From an optimization exercise on the open Yosys and OpenROAD flow, aimed at small area, a short achievable clock period and few clock cycles; shortcuts taken in it are not production practice. Where RTL was checked, it was by simulation tests only, not by an equivalence proof against the original. Power and IR drop assume default switching activity.

==> 03-22: inputs <==
// script_lexer_tokenizer_unit
module script_lexer_tokenizer_unit (
    input  logic        i_clk,
    input  logic        i_rst_n,
    input  logic        i_byte_valid,
    output logic        o_byte_ready,
    input  logic [7:0]  i_byte_ch,
    input  logic        i_byte_final,
    output logic        o_tok_valid,
    input  logic        i_tok_ready,
    output logic [5:0]  o_tok_kind,
    output logic [19:0] o_tok_start,
    output logic [19:0] o_tok_len,
    output logic [15:0] o_tok_line,
    output logic [15:0] o_tok_col,
    output logic [7:0]  o_tok_bad,
    output logic        o_tok_last
);
export LEC_CHECK = 0
export ABC_AREA = 1
export CAP_MARGIN = 20
export CORE_MARGIN = 2
export CORE_UTILIZATION = 40
export SLEW_MARGIN = 20
create_clock -name core_clock -period 11.0 [get_ports {i_clk}]
standard.sh (not shown) runs the stock make flow with config.mk's settings and CLKGATE_MAP_FILE= SYNTH_SCRIPT=/design/flow/synth_recipe.tcl, a recipe that flattens the netlist after the stock synthesis.
==> flow/flow/run.sh <==
#!/bin/bash
# Standard layout (the standard.sh: ORFS synthesis to finish, same clock and
# constraints), with these changes to how the layout is made:
#  - the port buffers that ORFS inserts are plain buffers (buf_1) rather than the
#    delay cell ORFS picks by default; every port still gets its own buffer;
#  - ORFS's timing repair aims for more setup slack than the clock needs;
#  - clock tree: clkbuf_8 buffers, larger sink clusters, no dummy loads.
set -euo pipefail
export SETUP_SLACK_MARGIN=7.25
export BUFFER_PORTS_ARGS="-buffer_cell sky130_fd_sc_hd__buf_1"
export CTS_ARGS="-sink_clustering_enable -repair_clock_nets -buf_list sky130_fd_sc_hd__clkbuf_8 -sink_clustering_size 30 -sink_clustering_max_diameter 100 -dont_use_dummy_load"
bash standard.sh > standard_flow.log 2>&1
==> inputs of 12-09, as changes to 03-22 <==
--- a/flow/design.v
+++ b/flow/design.v
@@ -606,16 +606,16 @@
             {3'd3, 4'd14}: kw_kind = 6'd36;
             {3'd5, 4'd15}: kw_kind = 6'd37;
             default: kw_kind = 6'd19;
         endcase
     endfunction
     logic        r_bv, r_fin;
     logic [7:0]  r_ch;
-    logic        r_bv1, r_fin1, r_bv2, r_fin2;
-    logic [7:0]  r_ch1, r_ch2;
+    logic        r_bvb, r_finb;
+    logic [7:0]  r_chb;
     logic        r_vout, r_lout;
     logic [3:0]  r_mode, n_mode;
     logic        r_pend, n_pend;     
     logic        r_plast, n_plast;   
     logic        r_post, n_post;     
     logic        r_endp, n_endp;     
     logic [5:0]  r_kind, n_kind;
@@ -777,75 +777,62 @@
     wire [19:0] len_i  = pos_sat ? r_len : r_len + 20'd1;
     wire [15:0] col_i  = col_sat ? r_col : r_col + 16'd1;
     wire [15:0] line_i = line_sat ? r_line : r_line + 16'd1;
     wire [19:0] n_pos  = clr ? 20'd0 : adv ? pos_i : r_pos;
     wire [15:0] n_col  = clr ? 16'd0 : col_set1 ? 16'd1 : adv ? col_i : r_col;
     wire [15:0] n_line = clr ? 16'd1 : line_adv ? line_i : r_line;
     wire [19:0] n_len  = len_ld ? {19'd0, len_v} : len_adv ? len_i : r_len;
-    wire       accept = i_byte_valid && !r_bv2;
-    wire       a_free = !r_bv || consume;    
-    wire [7:0] x_ch   = r_ch1;
-    wire       x_fin  = r_fin1;
-    logic x_term, x_closable;
-    always_comb begin
-        x_term = 1'b0;
-        x_closable = 1'b1;
-        case (n_mode)
-            S_OP:     x_term = (x_ch != "=");
-            S_SLASH:  x_term = (x_ch != "/");
-            S_IDENT:  x_term = !(is_digit(x_ch) || is_alpha(x_ch));
-            S_INT:    x_term = !is_digit(x_ch) && (x_ch != ".");
-            S_INTDOT: x_term = !is_digit(x_ch);
-            S_FRAC:   x_term = !is_digit(x_ch);
-            default:  x_closable = 1'b0;
+    wire accept = i_byte_valid && !r_bvb;
+    wire a_free = !r_bv || consume;             
+    wire q_free = stall ? !r_bv : a_free;
+    function automatic term_of(input [3:0] m, input [7:0] ch);
+        case (m)
+            S_OP:     term_of = (ch != "=");
+            S_SLASH:  term_of = (ch != "/");
+            S_IDENT:  term_of = !(is_digit(ch) || is_alpha(ch));
+            S_INT:    term_of = !is_digit(ch) && (ch != ".");
+            S_INTDOT: term_of = !is_digit(ch);
+            S_FRAC:   term_of = !is_digit(ch);
+            default:  term_of = 1'b0;
         endcase
-    end
-    wire x_tokbyte = is_single(x_ch) ||
-                     !(is_digit(x_ch) || is_alpha(x_ch) || (x_ch == "!") || (x_ch == "=") ||
-                       (x_ch == "<") || (x_ch == ">") || (x_ch == "/") || (x_ch == "\"") ||
-                       (x_ch == 8'h0A) || (x_ch == " ") || (x_ch == 8'h0D) || (x_ch == 8'h09));
-    wire x_close = a_free && r_bv1 && x_term;
-    assign o_byte_ready = !r_bv2;
-    wire q_move  = stall ? !r_bv : a_free;
-    wire q1_move = q_move && r_bv1;
+    endfunction
+    function automatic tokbyte_of(input [7:0] ch);
+        tokbyte_of = is_single(ch) ||
+                     !(is_digit(ch) || is_alpha(ch) || (ch == "!") || (ch == "=") ||
+                       (ch == "<") || (ch == ">") || (ch == "/") || (ch == "\"") ||
+                       (ch == 8'h0A) || (ch == " ") || (ch == 8'h0D) || (ch == 8'h09));
+    endfunction
+    wire x_closable = (n_mode == S_OP) || (n_mode == S_SLASH) || (n_mode == S_IDENT) ||
+                      (n_mode == S_INT) || (n_mode == S_INTDOT) || (n_mode == S_FRAC);
+    wire x_close_b  = r_bvb && term_of(n_mode, r_chb);
+    wire x_close_i  = accept && term_of(n_mode, i_byte_ch);
+    wire x_close    = a_free && (r_bvb ? x_close_b : x_close_i);
+    wire x_last_b   = !r_finb && !tokbyte_of(r_chb);
+    wire x_last_i   = !i_byte_final && !tokbyte_of(i_byte_ch);
+    wire x_last     = x_close && (n_mode != S_INTDOT) && (r_bvb ? x_last_b : x_last_i);
+    assign o_byte_ready = !r_bvb;
     always_ff @(posedge i_clk) begin
         if (!i_rst_n) begin
-            r_bv <= 1'b0; r_bv1 <= 1'b0; r_bv2 <= 1'b0; r_vout <= 1'b0;
+            r_bv <= 1'b0; r_bvb <= 1'b0; r_vout <= 1'b0;
         end else begin
-            if (q_move) r_bv <= r_bv1;
-            if (q1_move) begin
-                r_bv1 <= r_bv2 || accept;
-                r_bv2 <= 1'b0;
-            end else if (r_bv1) begin
-                if (accept) r_bv2 <= 1'b1;
-            end else begin
-                r_bv1 <= accept;
-            end
+            if (q_free) r_bv <= r_bvb || accept;
+            r_bvb <= !q_free && (r_bvb || accept);
             if (!stall) r_vout <= n_pend || x_close || (n_post && x_closable);
         end
     end
     always_ff @(posedge i_clk) begin
-        if (q_move) begin
-            r_ch  <= r_ch1;
-            r_fin <= r_fin1;
-        end
-        if (q1_move ? !r_bv2 : !r_bv1) begin
-            r_ch1  <= i_byte_ch;
-            r_fin1 <= i_byte_final;
-        end else if (q1_move) begin
-            r_ch1  <= r_ch2;
-            r_fin1 <= r_fin2;
+        if (q_free) begin
+            r_ch  <= r_bvb ? r_chb : i_byte_ch;
+            r_fin <= r_bvb ? r_finb : i_byte_final;
         end
         if (accept) begin
-            r_ch2  <= i_byte_ch;
-            r_fin2 <= i_byte_final;
+            r_chb  <= i_byte_ch;
+            r_finb <= i_byte_final;
         end
-        if (!stall)
-            r_lout <= n_pend ? n_plast :
-                      x_close && !x_fin && (n_mode != S_INTDOT) && !x_tokbyte;
+        if (!stall) r_lout <= n_pend ? n_plast : x_last;
     end
     always_ff @(posedge i_clk) begin
         if (!i_rst_n) begin
             r_mode <= S_IDLE; r_pend <= 1'b0; r_errh <= 1'b0; r_post <= 1'b0; r_endp <= 1'b0;
             r_pos <= '0; r_line <= 16'd1; r_col <= '0;
         end else if (!stall) begin
             r_mode <= n_mode; r_pend <= n_pend; r_errh <= n_errh; r_post <= n_post; r_endp <= n_endp;
PLACE_DENSITY = 0.75   (was default)
==> comparison <==
Total power: 12-09 is higher than 03-22 (about 21%).
In 12-09 the via count is larger than in 03-22, by about 3.5%.
Against 03-22, the core utilization of 12-09 is higher by 0.60 points.
Setup slack: 03-22 is better than 12-09 (0.026 ns).
Against 12-09, the clock skew of 03-22 is lower by 0.0014 ns.
Against 12-09, the die area of 03-22 is larger by 2.8%.
In 03-22 the global-route usage is lower than in 12-09, by 0.056 points.
==> figures <==
Detailed Route Iter0 Violations: 12-09 781; 03-22 795
Number of multi-input combinational cells in the layout: 12-09 964; 03-22 953
Worst setup slack before clock tree synthesis: 12-09 6.35 ns; 03-22 6.46 ns
Relative area of non-clock buffer cells in the final design: 12-09 0.0490; 03-22 0.0406
Area of the mapped netlist: 12-09 9200 um^2; 03-22 9460 um^2
FILL cells: 12-09 2308; 03-22 2428
Flip-flop and latch area: 12-09 3400 um^2; 03-22 3690 um^2
Result of the run: 12-09 complete, no violations; 03-22 complete, no violations
Number of gates given a new drive strength after cts: 12-09 6; 03-22 2
Number of cells on the critical path: 12-09 4; 03-22 20
Length of routed met3 wiring: 12-09 2.01 mm; 03-22 1.74 mm
Combinational Power Share: 12-09 0.535; 03-22 0.448
Worst-Skew Late Latency: 12-09 0.45 ns; 03-22 0.46 ns
Met1 layer usage reported by global route: 12-09 0.286; 03-22 0.313
Worst-case reg-to-reg path depth: 12-09 16; 03-22 20
Testbench counts of 12-09, summed over its fixed seeds: cycles 22,580.
The RTL of 03-22 was laid out without a check of its function.


==> inputs of 07-22 <==
RTL: one of the versions met above, not the one the previous note started from.
Settings: LEC_CHECK=0, ABC_AREA=1, CAP_MARGIN=20, CORE_MARGIN=2, CORE_UTILIZATION=40, PLACE_DENSITY=0.9, SLEW_MARGIN=20; clock period 11.0 ns.
Scripts as last shown in full above: flow/flow/run.sh
==> 04-26 (differences from 07-22) <==
--- a/flow/design.v
+++ b/flow/design.v
@@ -680,11 +680,11 @@
             end else if (r_errh) begin
                 if (r_fin) n_post = 1'b1;
                 else consume = 1'b1;
             end else if (r_post) begin
                 if (r_mode == S_INTDOT) begin
-                    tb_ld = 1'b1; len_ld = 1'b1; len_v = !pos_sat; adv = 1'b1;
+                    tb_ld = 1'b1; len_ld = 1'b1; len_v = 1'b1;  adv = 1'b1;
                     n_kind = K_DOT; n_pend = 1'b1; n_plast = 1'b0;
                     n_mode = S_IDLE;
                 end else begin
                     tb_ld = 1'b1; len_ld = 1'b1; n_kind = K_END;
                     n_pend = 1'b1; n_plast = 1'b1; n_endp = 1'b1; n_mode = S_IDLE;
@@ -734,11 +734,11 @@
                     S_INTDOT: begin
                         hold = 1'b1;
                         if (c_dig) begin
                             adv = 1'b1; len_adv = 1'b1; n_mode = S_FRAC;
                         end else begin
-                            tb_ld = 1'b1; len_ld = 1'b1; len_v = !pos_sat; adv = 1'b1;
+                            tb_ld = 1'b1; len_ld = 1'b1; len_v = 1'b1;  adv = 1'b1;
                             n_kind = K_DOT; n_pend = 1'b1;
                             n_plast = !r_fin && !c_single && !c_err; n_mode = S_IDLE;
                         end
                     end
                     default: do_idle = 1'b1;
--- a/flow/flow/run.sh
+++ b/flow/flow/run.sh
@@ -4,9 +4,9 @@
 #  - the port buffers that ORFS inserts are plain buffers (buf_1) rather than the
 #    delay cell ORFS picks by default; every port still gets its own buffer;
 #  - ORFS's timing repair aims for more setup slack than the clock needs;
 #  - clock tree: clkbuf_8 buffers, larger sink clusters, no dummy loads.
 set -euo pipefail
-export SETUP_SLACK_MARGIN=7.25
+export SETUP_SLACK_MARGIN=7.62
 export BUFFER_PORTS_ARGS="-buffer_cell sky130_fd_sc_hd__buf_1"
 export CTS_ARGS="-sink_clustering_enable -repair_clock_nets -buf_list sky130_fd_sc_hd__clkbuf_8 -sink_clustering_size 30 -sink_clustering_max_diameter 100 -dont_use_dummy_load"
 bash standard.sh > standard_flow.log 2>&1
--- a/flow/config.mk
+++ b/flow/config.mk
@@ -7,7 +7,7 @@
 export LEC_CHECK = 0
 export ABC_AREA = 1
 export CAP_MARGIN = 20
 export CORE_MARGIN = 2
 export CORE_UTILIZATION = 40
-export PLACE_DENSITY = 0.9
+export PLACE_DENSITY = 0.75
 export SLEW_MARGIN = 20
==> 06-02 (differences from 07-22) <==
--- a/flow/design.v
+++ b/flow/design.v
@@ -680,11 +680,11 @@
             end else if (r_errh) begin
                 if (r_fin) n_post = 1'b1;
                 else consume = 1'b1;
             end else if (r_post) begin
                 if (r_mode == S_INTDOT) begin
-                    tb_ld = 1'b1; len_ld = 1'b1; len_v = !pos_sat; adv = 1'b1;
+                    tb_ld = 1'b1; len_ld = 1'b1; len_v = 1'b1;  adv = 1'b1;
                     n_kind = K_DOT; n_pend = 1'b1; n_plast = 1'b0;
                     n_mode = S_IDLE;
                 end else begin
                     tb_ld = 1'b1; len_ld = 1'b1; n_kind = K_END;
                     n_pend = 1'b1; n_plast = 1'b1; n_endp = 1'b1; n_mode = S_IDLE;
@@ -734,11 +734,11 @@
                     S_INTDOT: begin
                         hold = 1'b1;
                         if (c_dig) begin
                             adv = 1'b1; len_adv = 1'b1; n_mode = S_FRAC;
                         end else begin
-                            tb_ld = 1'b1; len_ld = 1'b1; len_v = !pos_sat; adv = 1'b1;
+                            tb_ld = 1'b1; len_ld = 1'b1; len_v = 1'b1;  adv = 1'b1;
                             n_kind = K_DOT; n_pend = 1'b1;
                             n_plast = !r_fin && !c_single && !c_err; n_mode = S_IDLE;
                         end
                     end
                     default: do_idle = 1'b1;
--- a/flow/flow/run.sh
+++ b/flow/flow/run.sh
@@ -4,9 +4,9 @@
 #  - the port buffers that ORFS inserts are plain buffers (buf_1) rather than the
 #    delay cell ORFS picks by default; every port still gets its own buffer;
 #  - ORFS's timing repair aims for more setup slack than the clock needs;
 #  - clock tree: clkbuf_8 buffers, larger sink clusters, no dummy loads.
 set -euo pipefail
-export SETUP_SLACK_MARGIN=7.25
+export SETUP_SLACK_MARGIN=7.4
 export BUFFER_PORTS_ARGS="-buffer_cell sky130_fd_sc_hd__buf_1"
 export CTS_ARGS="-sink_clustering_enable -repair_clock_nets -buf_list sky130_fd_sc_hd__clkbuf_8 -sink_clustering_size 30 -sink_clustering_max_diameter 100 -dont_use_dummy_load"
 bash standard.sh > standard_flow.log 2>&1
--- a/flow/config.mk
+++ b/flow/config.mk
@@ -7,7 +7,7 @@
 export LEC_CHECK = 0
 export ABC_AREA = 1
 export CAP_MARGIN = 20
 export CORE_MARGIN = 2
 export CORE_UTILIZATION = 40
-export PLACE_DENSITY = 0.9
+export PLACE_DENSITY = 0.75
 export SLEW_MARGIN = 20
==> 11-12 (differences from 07-22) <==
--- a/flow/design.v
+++ b/flow/design.v
@@ -608,12 +608,12 @@
             default: kw_kind = 6'd19;
         endcase
     endfunction
     logic        r_bv, r_fin;
     logic [7:0]  r_ch;
-    logic        r_bvb, r_finb;
-    logic [7:0]  r_chb;
+    logic        r_bv1, r_fin1, r_bv2, r_fin2;
+    logic [7:0]  r_ch1, r_ch2;
     logic        r_vout, r_lout;
     logic [3:0]  r_mode, n_mode;
     logic        r_pend, n_pend;     
     logic        r_plast, n_plast;   
     logic        r_post, n_post;     
@@ -779,58 +779,72 @@
     wire [15:0] line_i = line_sat ? r_line : r_line + 16'd1;
     wire [19:0] n_pos  = clr ? 20'd0 : adv ? pos_i : r_pos;
     wire [15:0] n_col  = clr ? 16'd0 : col_set1 ? 16'd1 : adv ? col_i : r_col;
     wire [15:0] n_line = clr ? 16'd1 : line_adv ? line_i : r_line;
     wire [19:0] n_len  = len_ld ? {19'd0, len_v} : len_adv ? len_i : r_len;
-    wire accept = i_byte_valid && !r_bvb;
-    wire a_free = !r_bv || consume;             
-    wire q_free = stall ? !r_bv : a_free;
-    function automatic term_of(input [3:0] m, input [7:0] ch);
-        case (m)
-            S_OP:     term_of = (ch != "=");
-            S_SLASH:  term_of = (ch != "/");
-            S_IDENT:  term_of = !(is_digit(ch) || is_alpha(ch));
-            S_INT:    term_of = !is_digit(ch) && (ch != ".");
-            S_INTDOT: term_of = !is_digit(ch);
-            S_FRAC:   term_of = !is_digit(ch);
-            default:  term_of = 1'b0;
+    wire       accept = i_byte_valid && !r_bv2;
+    wire       a_free = !r_bv || consume;    
+    wire       x_bv   = a_free ? r_bv1 : 1'b1;
+    wire [7:0] x_ch   = a_free ? r_ch1 : r_ch;
+    wire       x_fin  = a_free ? r_fin1 : r_fin;
+    logic x_term, x_closable;
+    always_comb begin
+        x_term = 1'b0;
+        x_closable = 1'b1;
+        case (n_mode)
+            S_OP:     x_term = (x_ch != "=");
+            S_SLASH:  x_term = (x_ch != "/");
+            S_IDENT:  x_term = !(is_digit(x_ch) || is_alpha(x_ch));
+            S_INT:    x_term = !is_digit(x_ch) && (x_ch != ".");
+            S_INTDOT: x_term = !is_digit(x_ch);
+            S_FRAC:   x_term = !is_digit(x_ch);
+            default:  x_closable = 1'b0;
         endcase
-    endfunction
-    function automatic tokbyte_of(input [7:0] ch);
-        tokbyte_of = is_single(ch) ||
-                     !(is_digit(ch) || is_alpha(ch) || (ch == "!") || (ch == "=") ||
-                       (ch == "<") || (ch == ">") || (ch == "/") || (ch == "\"") ||
-                       (ch == 8'h0A) || (ch == " ") || (ch == 8'h0D) || (ch == 8'h09));
-    endfunction
-    wire x_closable = (n_mode == S_OP) || (n_mode == S_SLASH) || (n_mode == S_IDENT) ||
-                      (n_mode == S_INT) || (n_mode == S_INTDOT) || (n_mode == S_FRAC);
-    wire x_close_b  = r_bvb && term_of(n_mode, r_chb);
-    wire x_close_i  = accept && term_of(n_mode, i_byte_ch);
-    wire x_close    = a_free && (r_bvb ? x_close_b : x_close_i);
-    wire x_last_b   = !r_finb && !tokbyte_of(r_chb);
-    wire x_last_i   = !i_byte_final && !tokbyte_of(i_byte_ch);
-    wire x_last     = x_close && (n_mode != S_INTDOT) && (r_bvb ? x_last_b : x_last_i);
-    assign o_byte_ready = !r_bvb;
+    end
+    wire x_tokbyte = is_single(x_ch) ||
+                     !(is_digit(x_ch) || is_alpha(x_ch) || (x_ch == "!") || (x_ch == "=") ||
+                       (x_ch == "<") || (x_ch == ">") || (x_ch == "/") || (x_ch == "\"") ||
+                       (x_ch == 8'h0A) || (x_ch == " ") || (x_ch == 8'h0D) || (x_ch == 8'h09));
+    wire x_close = x_bv && !n_post && x_term;
+    assign o_byte_ready = !r_bv2;
+    wire q_move  = stall ? !r_bv : a_free;
+    wire q1_move = q_move && r_bv1;
     always_ff @(posedge i_clk) begin
         if (!i_rst_n) begin
-            r_bv <= 1'b0; r_bvb <= 1'b0; r_vout <= 1'b0;
+            r_bv <= 1'b0; r_bv1 <= 1'b0; r_bv2 <= 1'b0; r_vout <= 1'b0;
         end else begin
-            if (q_free) r_bv <= r_bvb || accept;
-            r_bvb <= !q_free && (r_bvb || accept);
+            if (q_move) r_bv <= r_bv1;
+            if (q1_move) begin
+                r_bv1 <= r_bv2 || accept;
+                r_bv2 <= 1'b0;
+            end else if (r_bv1) begin
+                if (accept) r_bv2 <= 1'b1;
+            end else begin
+                r_bv1 <= accept;
+            end
             if (!stall) r_vout <= n_pend || x_close || (n_post && x_closable);
         end
     end
     always_ff @(posedge i_clk) begin
-        if (q_free) begin
-            r_ch  <= r_bvb ? r_chb : i_byte_ch;
-            r_fin <= r_bvb ? r_finb : i_byte_final;
+        if (q_move) begin
+            r_ch  <= r_ch1;
+            r_fin <= r_fin1;
+        end
+        if (q1_move ? !r_bv2 : !r_bv1) begin
+            r_ch1  <= i_byte_ch;
+            r_fin1 <= i_byte_final;
+        end else if (q1_move) begin
+            r_ch1  <= r_ch2;
+            r_fin1 <= r_fin2;
         end
         if (accept) begin
-            r_chb  <= i_byte_ch;
-            r_finb <= i_byte_final;
+            r_ch2  <= i_byte_ch;
+            r_fin2 <= i_byte_final;
         end
-        if (!stall) r_lout <= n_pend ? n_plast : x_last;
+        if (!stall)
+            r_lout <= n_pend ? n_plast :
+                      x_close && !x_fin && (n_mode != S_INTDOT) && !x_tokbyte;
     end
     always_ff @(posedge i_clk) begin
         if (!i_rst_n) begin
             r_mode <= S_IDLE; r_pend <= 1'b0; r_errh <= 1'b0; r_post <= 1'b0; r_endp <= 1'b0;
             r_pos <= '0; r_line <= 16'd1; r_col <= '0;
--- a/flow/flow/run.sh
+++ b/flow/flow/run.sh
@@ -4,9 +4,9 @@
 #  - the port buffers that ORFS inserts are plain buffers (buf_1) rather than the
 #    delay cell ORFS picks by default; every port still gets its own buffer;
 #  - ORFS's timing repair aims for more setup slack than the clock needs;
 #  - clock tree: clkbuf_8 buffers, larger sink clusters, no dummy loads.
 set -euo pipefail
-export SETUP_SLACK_MARGIN=7.25
+export SETUP_SLACK_MARGIN=7.0
 export BUFFER_PORTS_ARGS="-buffer_cell sky130_fd_sc_hd__buf_1"
 export CTS_ARGS="-sink_clustering_enable -repair_clock_nets -buf_list sky130_fd_sc_hd__clkbuf_8 -sink_clustering_size 30 -sink_clustering_max_diameter 100 -dont_use_dummy_load"
 bash standard.sh > standard_flow.log 2>&1
--- a/flow/config.mk
+++ b/flow/config.mk
@@ -7,7 +7,6 @@
 export LEC_CHECK = 0
 export ABC_AREA = 1
 export CAP_MARGIN = 20
 export CORE_MARGIN = 2
 export CORE_UTILIZATION = 40
-export PLACE_DENSITY = 0.9
 export SLEW_MARGIN = 20
==> reports/results.txt <==
Seq pwr share -> 35.2%
Post-Syn Area -> 9010 sq um
Filler cell count in the final layout -> 2226
Setup WS pre-CTS -> 6.32 ns
Run status -> finished clean
Clock Latency Late Sink -> 0.45 ns
Non-clk buf share -> 3.95%
Share of the yosys chip area belonging to registers -> 37.8%
That was 06-02.
==> reports/results.txt <==
Clock Latency Late Sink -> 0.45 ns
Setup WS pre-CTS -> 6.53 ns
Post-Syn Area -> 9010 sq um
Post-synthesis xor/xnor area fraction -> 0.583%
Non-clk buf share -> 6.46%
Compound-cell area share of the yosys netlist -> 14.7%
Run status -> finished clean
That was 04-26.
==> reports/results.txt <==
Run status -> finished clean
Post-Syn Area -> 9350 sq um
Clock Latency Late Sink -> 0.46 ns
Filler cell count in the final layout -> 2364
That was 11-12.
==> reports/results.txt <==
Filler cell count in the final layout -> 2266
Setup WS pre-CTS -> 6.45 ns
Non-clk buf share -> 5.18%
Post-Syn Area -> 9200 sq um
Run status -> finished clean
Seq pwr share -> 34.6%
Clock Latency Late Sink -> 0.46 ns
That was 07-22.
Testbench counts of 07-22, summed over its fixed seeds: cycles 22,580.
Testbench counts of 04-26, summed over its fixed seeds: cycles 22,580.
Testbench counts of 06-02, summed over its fixed seeds: cycles 22,580.
Testbench counts of 11-12, summed over its fixed seeds: cycles 22,586.

static timing again, ports no longer ideal:
The flow's constraints put no driver on any port. The routed layouts listed below were extracted and timed again, unchanged, in two steps. Step 1, drivers: a clkbuf_16 drives i_clk and a buf_2 each remaining input, both assumed. Step 2, shift: input delay + t, output delay - t, t = (earliest + latest rising clock arrival at the registers) / 2. This alone moves slack from input paths to output paths. Three values: ideal, step 1, step 2; two values: the first two.
run	t (ns)	setup WS [ns]	worst register clock-pin slew, ns
03-22	0.480	7.429 / 7.419 / 6.973	0.09 / 0.09
12-09	0.471	7.404 / 7.367 / 6.968	0.09 / 0.09
07-22	0.480	7.329 / 7.346 / 6.866	0.09 / 0.09
04-26	0.469	7.614 / 7.576 / 7.252	0.09 / 0.09
06-02	0.471	7.464 / 7.461 / 7.006	0.08 / 0.08
11-12	0.485	7.223 / 7.237 / 6.761	0.10 / 0.10
After both steps setup and hold are still met in every run listed. For 07-22, which loses most, drivers alone change the setup slack by +0.017 ns; drivers and shift together by -0.463 ns.
